Context: an optimization exercise on an open-source flow, tuned for small area, a short achievable clock period and few clock cycles. The choices shown serve that exercise and are no tape-out recipe. Function was not checked in any run shown here: the RTL went through the layout flow alone. Power figures rest on the tool's default switching activity, not on a simulated workload.

==> flow/design.v, too long to show whole: its modules and the start of the top module <==
// module alu_arbiter: 1341 lines
module alu_arbiter #(
  parameter int MUL_LAT = 3
) (
  input  logic        clk,
  input  logic        reset,
  input  logic        i_reqA_valid,
  input  logic        i_reqB_valid,
  output logic        o_reqA_ready,
  output logic        o_reqB_ready,
  input  logic [31:0] i_reqA_op1,
  input  logic [31:0] i_reqA_op2,
  input  logic [31:0] i_reqB_op1,
  input  logic [31:0] i_reqB_op2,
  input  logic [3:0]  i_reqA_sel,
  input  logic [3:0]  i_reqB_sel,
  output logic        o_rsp_valid,
  input  logic        i_rsp_ready,
  output logic        o_rsp_id,
  output logic [31:0] o_rsp_data,
  output logic        o_rsp_zflag,
  output logic        o_busy
);
  // ...
==> flow/flow/run.sh <==
#!/bin/bash
# Standard ORFS layout with two changes:
#  - after the standard synthesis, polarity.py removes inverters (it picks the
#    polarity of each full adder and XOR gate, both of which can absorb an
#    inversion, and splits half adders whose inputs are both inverted);
#    registers, ports and all other cells are unchanged;
#  - the port buffers are buf_1 cells (the resizer may upsize them) instead
#    of the default delay-buffer cell.
set -euo pipefail
R=orfs/results/${FLOW_PLATFORM}/alu_arbiter/base
bash standard.sh synth > log_synth.txt 2>&1
python3 flow/polarity.py $R/1_2_yosys.v $R/1_2_yosys.pol.v > log_polarity.txt 2>&1
mv $R/1_2_yosys.pol.v $R/1_2_yosys.v
rm -f $R/1_synth.odb $R/1_synth.sdc
bash standard.sh BUFFER_PORTS_ARGS="-buffer_cell sky130_fd_sc_hd__buf_1" finish > log_layout.txt 2>&1
==> flow/flow/polarity.py <==
#!/usr/bin/env python3
"""Remove inverters from a Yosys/ABC gate netlist of sky130hd cells without
touching its registers or ports.

  * A full adder is self-dual: FA(~a, ~b, ~c) = (~sum, ~carry), so each
    full-adder cell may be used in inverted form.
  * An XOR/XNOR gate absorbs an inversion of any input or of its output by
    swapping xor2 <-> xnor2 (same size).
  * A half adder whose two inputs both come through inverters computes
    (x ^ y, ~(x | y)): it becomes an xor2 and a nor2 of x and y.

The script picks the polarity of every full adder and XOR gate so that as few
signals as possible need an inverter, then rebuilds the inverters (one per
signal that needs its complement).  Registers, ports and all other cells stay
as they are.

usage: polarity.py IN.v OUT.v
"""
import random
import re
import sys
from collections import defaultdict

P = "sky130_fd_sc_hd__"
FA_RE = re.compile(P + r"fa_\d+$")
HA_RE = re.compile(P + r"ha_\d+$")
XOR_RE = re.compile(P + r"x(n?)or2_(\d+)$")
INV_RE = re.compile(P + r"(inv|clkinv)_\d+$")
OUT_PINS = {"X", "Y", "Q", "Q_N", "SUM", "COUT", "HI", "LO"}

src = open(sys.argv[1]).read()
inst_re = re.compile(r"^  (" + P + r"\w+) (\S+)\s+\((.*?)\n  \);\n", re.S | re.M)

cells = {}
order = []
spans = {}
for m in inst_re.finditer(src):
    typ, name, body = m.group(1), m.group(2), m.group(3)
    pins = {}
    for pm in re.finditer(r"\.(\w+)\(([^()]*)\)", body):
        pins[pm.group(1)] = pm.group(2).strip()
    cells[name] = [typ, pins]
    order.append(name)
    spans[name] = (m.start(), m.end())

ports = set()
for m in re.finditer(r"^\s*(input|output)\s+(\[[^\]]*\]\s*)?(\S+);", src, re.M):
    ports.add(m.group(3))


def is_port_net(n):
    return n.split("[")[0].strip() in ports or n in ports


k = [0]


def fresh(prefix):
    k[0] += 1
    return f"_pol_{prefix}{k[0]}_"


new_wires = []
added = {}          # new cells: name -> [type, pins]


def maps():
    driver, loads = {}, defaultdict(list)
    for name, (typ, pins) in list(cells.items()) + list(added.items()):
        for p, n in pins.items():
            if p in OUT_PINS:
                driver[n] = name
            else:
                loads[n].append((name, p))
    return driver, loads


def allcells():
    return {**cells, **added}


# ---- half adders with both inputs inverted -> xor2 + nor2
driver, loads = maps()
n_ha = 0
for name in list(cells):
    typ, pins = cells[name]
    if not HA_RE.match(typ):
        continue
    da, db = driver.get(pins["A"]), driver.get(pins["B"])
    if not (da and db and INV_RE.match(allcells()[da][0]) and INV_RE.match(allcells()[db][0])):
        continue
    x = allcells()[da][1]["A"]
    y = allcells()[db][1]["A"]
    cells[name] = [P + "xor2_1", {"A": x, "B": y, "X": pins["SUM"]}]
    added[fresh("nor")] = [P + "nor2_1", {"A": x, "B": y, "Y": pins["COUT"]}]
    n_ha += 1

# ---- signal model
cellsall = allcells()
driver, loads = maps()
inv_cells = {n for n, (t, _) in cellsall.items() if INV_RE.match(t)}


def root_of(net):
    par = 0
    for _ in range(16):
        d = driver.get(net)
        if d is None or d not in inv_cells:
            break
        net = cellsall[d][1]["A"]
        par ^= 1
    return net, par


req = defaultdict(list)       # root -> [cell, pin, parity]
for name, (typ, pins) in cellsall.items():
    if name in inv_cells:
        continue
    for p, n in pins.items():
        if p in OUT_PINS:
            continue
        r, par = root_of(n)
        req[r].append([name, p, par])

# roots whose inverter tree drives a port (or that are ports) stay as they are
fixed = set()
for n in list(driver):
    if is_port_net(n):
        fixed.add(root_of(n)[0])
for r in req:
    if is_port_net(r):
        fixed.add(r)

kind = {}
for name, (typ, _) in cellsall.items():
    if FA_RE.match(typ):
        kind[name] = "fa"
    elif XOR_RE.match(typ):
        kind[name] = "x"
flip = {n: 0 for n in kind}

drv_var = {}                  # root -> cell whose flip inverts it
for n, kd in kind.items():
    pins = cellsall[n][1]
    for p in (("SUM", "COUT") if kd == "fa" else ("X", "Y")):
        if p in pins:
            drv_var[pins[p]] = n
in_roots = defaultdict(set)   # cell -> roots feeding it
for r, L in req.items():
    for c, p, par in L:
        if c in kind:
            in_roots[c].add(r)

blocked = set()
for n, kd in kind.items():
    outs = [r for r, c in drv_var.items() if c == n]
    if any(r in fixed or r not in req for r in outs):
        blocked.add(n)
    if kd == "fa" and any(r in fixed for r in in_roots[n]):
        blocked.add(n)


def need(r, c, par):
    """does this load want the complement of root r's current value?"""
    if kind.get(c) == "x":
        return 0
    e = par
    if kind.get(c) == "fa" and flip[c]:
        e ^= 1
    d = drv_var.get(r)
    if d is not None and flip[d]:
        e ^= 1
    return e


def cost(r):
    for c, p, par in req[r]:
        if need(r, c, par):
            return 1
    return 0


def affected(n):
    rs = {r for r, c in drv_var.items() if c == n and r in req}
    if kind[n] == "fa":
        rs |= in_roots[n]
    return rs


# out-roots per variable (for speed)
outs_of = defaultdict(list)
for r, c in drv_var.items():
    if r in req:
        outs_of[c].append(r)


def affected_fast(n):
    rs = set(outs_of[n])
    if kind[n] == "fa":
        rs |= in_roots[n]
    return rs


free = [n for n in kind if n not in blocked]
before = sum(cost(r) for r in req)


def try_flip(n):
    rs = affected_fast(n)
    c0 = sum(cost(r) for r in rs)
    flip[n] ^= 1
    c1 = sum(cost(r) for r in rs)
    return c1 - c0


for _ in range(30):
    ch = 0
    for n in free:
        d = try_flip(n)
        if d < 0:
            ch += 1
        else:
            flip[n] ^= 1
    if not ch:
        break

# simulated annealing from the greedy result
rng = random.Random(1)
cur = sum(cost(r) for r in req)
best, best_flip = cur, dict(flip)
T = 1.0
steps = 40000
for s in range(steps):
    T = 1.0 * (1 - s / steps) + 0.02
    n = rng.choice(free)
    d = try_flip(n)
    if d <= 0 or rng.random() < pow(2.718, -d / T):
        cur += d
        if cur < best:
            best, best_flip = cur, dict(flip)
    else:
        flip[n] ^= 1
flip.update(best_flip)
after = sum(cost(r) for r in req)
print(f"polarity: {n_ha} half adders split; {sum(flip[n] for n in kind if kind[n]=='fa')} "
      f"full adders and {sum(flip[n] for n in kind if kind[n]=='x')} xor gates inverted; "
      f"signals needing a complement {before} -> {after}", file=sys.stderr)

# ---- rebuild the inverters of every root with a changed or inverted load
del_cells = set()
xor_par = defaultdict(int)    # xor cell -> polarity change
for n in kind:
    if kind[n] == "x" and flip[n]:
        xor_par[n] ^= 1

rebuild = set()
for r, L in req.items():
    if r in fixed:
        continue
    d = drv_var.get(r)
    if (d is not None and flip[d]) or any(par or (c in kind and flip[c]) for c, p, par in L):
        rebuild.add(r)

for r in sorted(rebuild):
    invs = [c for (c, p) in loads.get(r, []) if c in inv_cells]
    stack = list(invs)
    while stack:
        c = stack.pop()
        if c in del_cells:
            continue
        del_cells.add(c)
        on = cellsall[c][1]["Y"]
        assert not is_port_net(on), on
        stack.extend(x for (x, p) in loads.get(on, []) if x in inv_cells)
    d = drv_var.get(r)
    rflip = 1 if (d is not None and flip[d]) else 0
    inv_loads = []
    for ent in req[r]:
        c, p, par = ent
        if kind.get(c) == "x":
            # connect straight to the root; the gate absorbs the difference
            xor_par[c] ^= par ^ rflip
            cellsall[c][1][p] = r
            continue
        if need(r, c, par):
            inv_loads.append((c, p))
        else:
            cellsall[c][1][p] = r
    # one inverter per group of at most 8 loads, sized by its load count
    for g in range(0, len(inv_loads), 8):
        grp = inv_loads[g:g + 8]
        inv_net = fresh("n")
        new_wires.append(inv_net)
        size = 1 if len(grp) <= 2 else (2 if len(grp) <= 5 else 4)
        added[fresh("inv")] = [P + f"inv_{size}", {"A": r, "Y": inv_net}]
        for c, p in grp:
            cellsall[c][1][p] = inv_net
    cellsall = allcells()

# inverters left without loads (e.g. after half-adder splits) are removed
while True:
    used = set()
    for nm, (t, pins) in allcells().items():
        if nm in del_cells:
            continue
        for p, n in pins.items():
            if p not in OUT_PINS:
                used.add(n)
    dead = [nm for nm, (t, pins) in allcells().items()
            if nm not in del_cells and INV_RE.match(t)
            and pins["Y"] not in used and not is_port_net(pins["Y"])]
    if not dead:
        break
    del_cells.update(dead)

for c, v in xor_par.items():
    if v:
        typ = cellsall[c][0]
        m = XOR_RE.match(typ)
        newt = P + ("xor2_" if m.group(1) else "xnor2_") + m.group(2)
        pins = cellsall[c][1]
        if m.group(1):          # xnor2 (output Y) -> xor2 (output X)
            pins["X"] = pins.pop("Y")
        else:
            pins["Y"] = pins.pop("X")
        cellsall[c][0] = newt
        if c in cells:
            cells[c][0] = newt
        else:
            added[c][0] = newt


def esc(n):
    return n + " " if n.startswith("\\") else n


def emit(typ, name, pins):
    body = ",\n".join(f"    .{p}({esc(n)})" for p, n in pins.items())
    return f"  {typ} {name} (\n{body}\n  );\n"


out = []
pos = 0
for name in order:
    s, e = spans[name]
    out.append(src[pos:s])
    pos = e
    if name in del_cells:
        continue
    out.append(emit(cells[name][0], name, cells[name][1]))
    if name == order[-1]:
        for nn, (t, pins2) in added.items():
            if nn not in del_cells:
                out.append(emit(t, nn, pins2))
out.append(src[pos:])
text = "".join(out)
idx = text.index("  wire ")
text = text[:idx] + "".join(f"  wire {w};\n" for w in new_wires) + text[idx:]
# safety: every loaded net must have exactly one driver, else keep the input
drv_cnt = defaultdict(int)
loaded = set()
for t, nm, b in re.findall(r"(" + P + r"\w+)\s+(\S+)\s*\((.*?)\);", text, re.S):
    for p, net in re.findall(r"\.(\w+)\(([^)]*)\)", b):
        net = net.strip()
        if p in OUT_PINS:
            drv_cnt[net] += 1
        else:
            loaded.add(net)
bad = [n for n in loaded if drv_cnt[n] != 1 and not is_port_net(n) and not n.startswith("1'b")]
bad += [n for n, v in drv_cnt.items() if v > 1]
if bad:
    print(f"polarity: netlist check failed ({bad[:5]}); keeping the input netlist", file=sys.stderr)
    text = src
open(sys.argv[2], "w").write(text)
n_inv_before = len(inv_cells)
n_inv_after = n_inv_before - len(del_cells & inv_cells) + sum(1 for nn in added if INV_RE.match(added[nn][0]) and nn not in del_cells)
print(f"polarity: inverters {n_inv_before} -> {n_inv_after}", file=sys.stderr)
==> flow/standard.sh <==
#!/bin/bash
# synth_recipe.tcl (not shown) runs the flow's synth.tcl, then flattens the netlist and writes it again
# the make line also repeats each setting of config.mk as NAME=value (left out here)
make -C /OpenROAD-flow-scripts/flow DESIGN_CONFIG=/design/flow/config.mk WORK_HOME=/design/flow/orfs CLKGATE_MAP_FILE= SYNTH_SCRIPT=/design/flow/synth_recipe.tcl "${@:-finish}"
==> flow/config.mk <==
export PLATFORM = sky130hd
export DESIGN_NAME = alu_arbiter
export DESIGN_NICKNAME = alu_arbiter
export VERILOG_FILES = /design/flow/design.v
export SDC_FILE = /design/flow/constraint.sdc
export NUM_CORES = 4
export LEC_CHECK = 0
export ABC_AREA = 1
export ABC_CLOCK_PERIOD_IN_PS = 4700
export CAP_MARGIN = 20
export CORE_MARGIN = 2
export CORE_UTILIZATION = 40
export SETUP_SLACK_MARGIN = 5.0
export SLEW_MARGIN = 20
==> flow/constraint.sdc <==
create_clock -name core_clock -period 9.5 [get_ports {clk}]
set_input_delay 1.9000 -clock core_clock [delete_from_list [all_inputs] [get_ports {clk}]]
set_output_delay 1.9000 -clock core_clock [all_outputs]
set_load 0.01 [all_outputs]
==> impl_metrics.json, run 1 <==
{
  "status": "timing/DRC/antenna clean",
  "finalHoldViolCount": 0,
  "path_depth": 24,
  "hold_buffers": 0,
  "finalWorstSetupSlack_ns": 5.03,
  "whs_ns": 0.494,
  "nClkBuffers": 18,
  "grt.met3_usage": 0.0435,
  "largestClassByArea": "multi-input combinational cells",
  "gr-usage-met1": 0.325,
  "switching_share": 0.566,
  "worst_slew_pin_slew_ns": 1.05,
  "r2r_cells": 10,
  "cts_sinks": 156,
  "antenna_found_initial": 0,
  "gp_congestion": 0.933,
  "seq_area_um2": 3830,
  "crit_end": "tr9_0$_DFF_P_",
  "grt_max_degree": 67,
  "layout.cells.non_filler": 3308,
  "drive_gt1_frac": 0.126,
  "multi_input_area_um2": 15200,
  "grt_pass1_wl_mm": 109,
  "viasPerCell": 5.60,
  "final.setup.tns_ns": 0,
  "utilization": 0.457,
  "fmax_mhz": 224,
  "clockPowerShare": 0.078,
  "top_register": "ma_n"
}
==> run 2, diff against run 1 <==
--- a/flow/config.mk
+++ b/flow/config.mk
@@ -12,3 +12,3 @@
 export CORE_UTILIZATION = 40
-export SETUP_SLACK_MARGIN = 5.0
+export SETUP_SLACK_MARGIN = 4.9
 export SLEW_MARGIN = 20
==> impl_metrics.json, run 2 <==
{
  "clockBufferDepth": 2,
  "p_leak_uw": 0.0101,
  "power.density_nw_per_um2": 376,
  "drt-initial-drc-count": 1692,
  "grt_pass1_vias": 18800,
  "viasPerCell": 5.61,
  "min_period_over_period": 0.475,
  "finalSetupViolCount": 0,
  "start_util": 0.404,
  "final.setup.tns_ns": 0,
  "avgSynthCellArea_um2": 8.08,
  "yosys_warnings": 1,
  "reg2reg_setup_slack_ns": 5.02,
  "critPathArrivalTime_ns": 4.87,
  "fp.coreArea_um2": 50000,
  "peakVddDrop_mv": 0.376,
  "fin_area_um2": 22500,
  "endpoint_kind": "flip-flop",
  "grt.overflow.total": 0,
  "drive_gt1_frac": 0.106,
  "clk_latency_ns": 0.46,
  "antenna_left": 0,
  "fmax_mhz": 221,
  "crit_family": "simple AND/OR/NAND/NOR gates",
  "fin_worst_skew_ns": 0.0148,
  "worst_slew_pin_slew_ns": 1.06,
  "whs_ns": 0.494,
  "antenna_found_initial": 0,
  "antenna_cells": 0,
  "path_common_cell": "nand2_1",
  "synthCells": 2497,
  "wirelength_mm": 70.2,
  "gp_congestion": 0.933,
  "drc_errors": 0,
  "final_cell_mix": "nand2_1 (316), xor2_1 (274), o22ai_1 (252)",
  "syn_to_final_growth_pct": 11.6,
  "cpMaxStageDelayCell": "fa_1",
  "relSlewSlack": 0.292,
  "die_x_um": 229,
  "finalHoldViolCount": 0,
  "cp.required_ns": 9.86,
  "rsz0062_at_grt": "true",
  "vias": 18500,
  "crit_fanout": 17,
  "hold_path_class": "reg2reg",
  "dieHeight_um": 229,
  "grt_max_degree": 67,
  "final_max_slew_viol_count": 0,
  "track_usage": 0.267,
  "crit_type": "in2reg",
  "largest_reg_flops": 32,
  "ioPinCount": 179,
  "hpwl_mm": 52.8,
  "syn_area_um2": 20200,
  "startpoint": "i_reqA_sel[1]",
  "min_period_ns": 4.52,
  "worstHoldStart": "id1$_DFF_P_",
  "port_buffers": 178,
  "synth_nets": 2905,
  "tritoncts": "built",
  "path_clk_slew_ns": 0.07,
  "nets": 3023,
  "final_common_cell": "nand2_1",
  "cts-root-buf": "clkbuf_16",
  "grt_pass1_wl_mm": 108,
  "top_register": "ma_n",
  "placed_area_um2": 21300,
  "drt-pass1-iter-count": 6,
  "status": "timing/DRC/antenna clean",
  "cts_sinks": 156,
  "cts_made_buffers": 17,
  "r2r-start": "ma_n[9]$_DFF_P_",
  "slowest_delay_ns": 0.46,
  "wl_per_cell_um": 21.3,
  "cp_num_buf_inv": 4,
  "cp_cell_sequence": "buf_1 > nand3_1 > nand2_4 > nand2_4 > nor2_4 > buf_12 > inv_6 > nor2_4 > nand2_1 > nand2_1 > o21ai_0 > ha_1 > fa_1 > fa_2 > nand3_1 > nand2_1 > o21ai_1 > nand3_1 > nand2_1 > nand2_1 > nand2_1 > inv_1",
  "htree_levels": 4,
  "cap_violations": 0,
  "die_area_um2": 52300,
  "start_kind": "input port",
  "rows": 82
}
## run 2: power by group
group	total [µW]	internal (µW)	switching, µW
logic	6470	2290	4180
registers	1330	1010	319
clock network	677	366	311
## run 2: worst paths after layout
kind                                    to  cells past startpoint
min reg2reg                  id2$_DFFE_PN_                      0
max reg2reg                 rp30$_DFFE_PN_                      9
min in group asynchronous     qa$_DFF_PP0_                      2
max in group asynchronous  nv2$_DFFE_PP1N_                      2
max                          tr9_0$_DFF_P_                     22
min                          id2$_DFFE_PN_                      0
## run 2: metrics by stage
stage          utilization  setup slack [ns]  total power [µW]  cells
6_report             0.451              4.98              8480   3299
5_1_grt              0.451              4.77              9240   3299
4_1_cts              0.440              4.77              8270   3260
3_5_place_dp         0.427              3.48              7520   3221
3_3_place_gp         0.427              3.55              7450   3221
2_1_floorplan            -              4.90              5700   2497
## run 2: repair_timing
| item | in CTS | in global routing |
|---|---|---|
| setup buffers | 6 | 38 |
| endpoints found under the setup margin | 44 | 39 |
| resized for setup | 15 | 60 |
| pin swaps | 4 | 12 |
| gates cloned | 2 | 1 |
| hold buffers | 0 | 0 |
## run 2: layout make-up
class	instances	area, µm²
Fill cell	5017	27400
Multi-Input combinational cell	1919	15000
Sequential cell	156	3820
Timing Repair Buffer	263	1340
Inverter	258	998
Tap cell	672	841
Clock buffer	18	429
Clock inverter	13	131
## run 2: per-layer routing
layer,vias to the layer above,track usage,wire length [µm],share of wire
met5,-,0,0,0
met4,0,0.141,3520,0.050
met3,214,0.0455,5400,0.077
met2,935,0.456,33800,0.48
met1,8775,0.322,27500,0.39
li1,8571,-,-,-

-- separate check: timing with driven ports --
The results above use ideal ports. As a check the final layouts listed here were re-extracted and re-timed, cells and wires unchanged. Step 1, drivers: a clkbuf_16 drives clk and a buf_2 each remaining input, both assumed. Step 2, shift: input delay + t, output delay - t, t = (earliest + latest rising clock arrival at the registers) / 2. This alone moves slack from input paths to output paths. Three values: ideal, step 1, step 2; two values: the first two.
run	t (ns)	slack for setup (ns)	worst hold slack (ns)
run 1	0.506	5.027 / 5.057 / 4.551	0.494 / 0.494 / 0.494
run 2	0.506	4.984 / 4.983 / 4.505	0.494 / 0.494 / 0.494
After both steps every run listed still meets setup and hold. The setup slack of run 2, which loses most, moves by -0.001 ns with the drivers and by -0.479 ns with both steps.
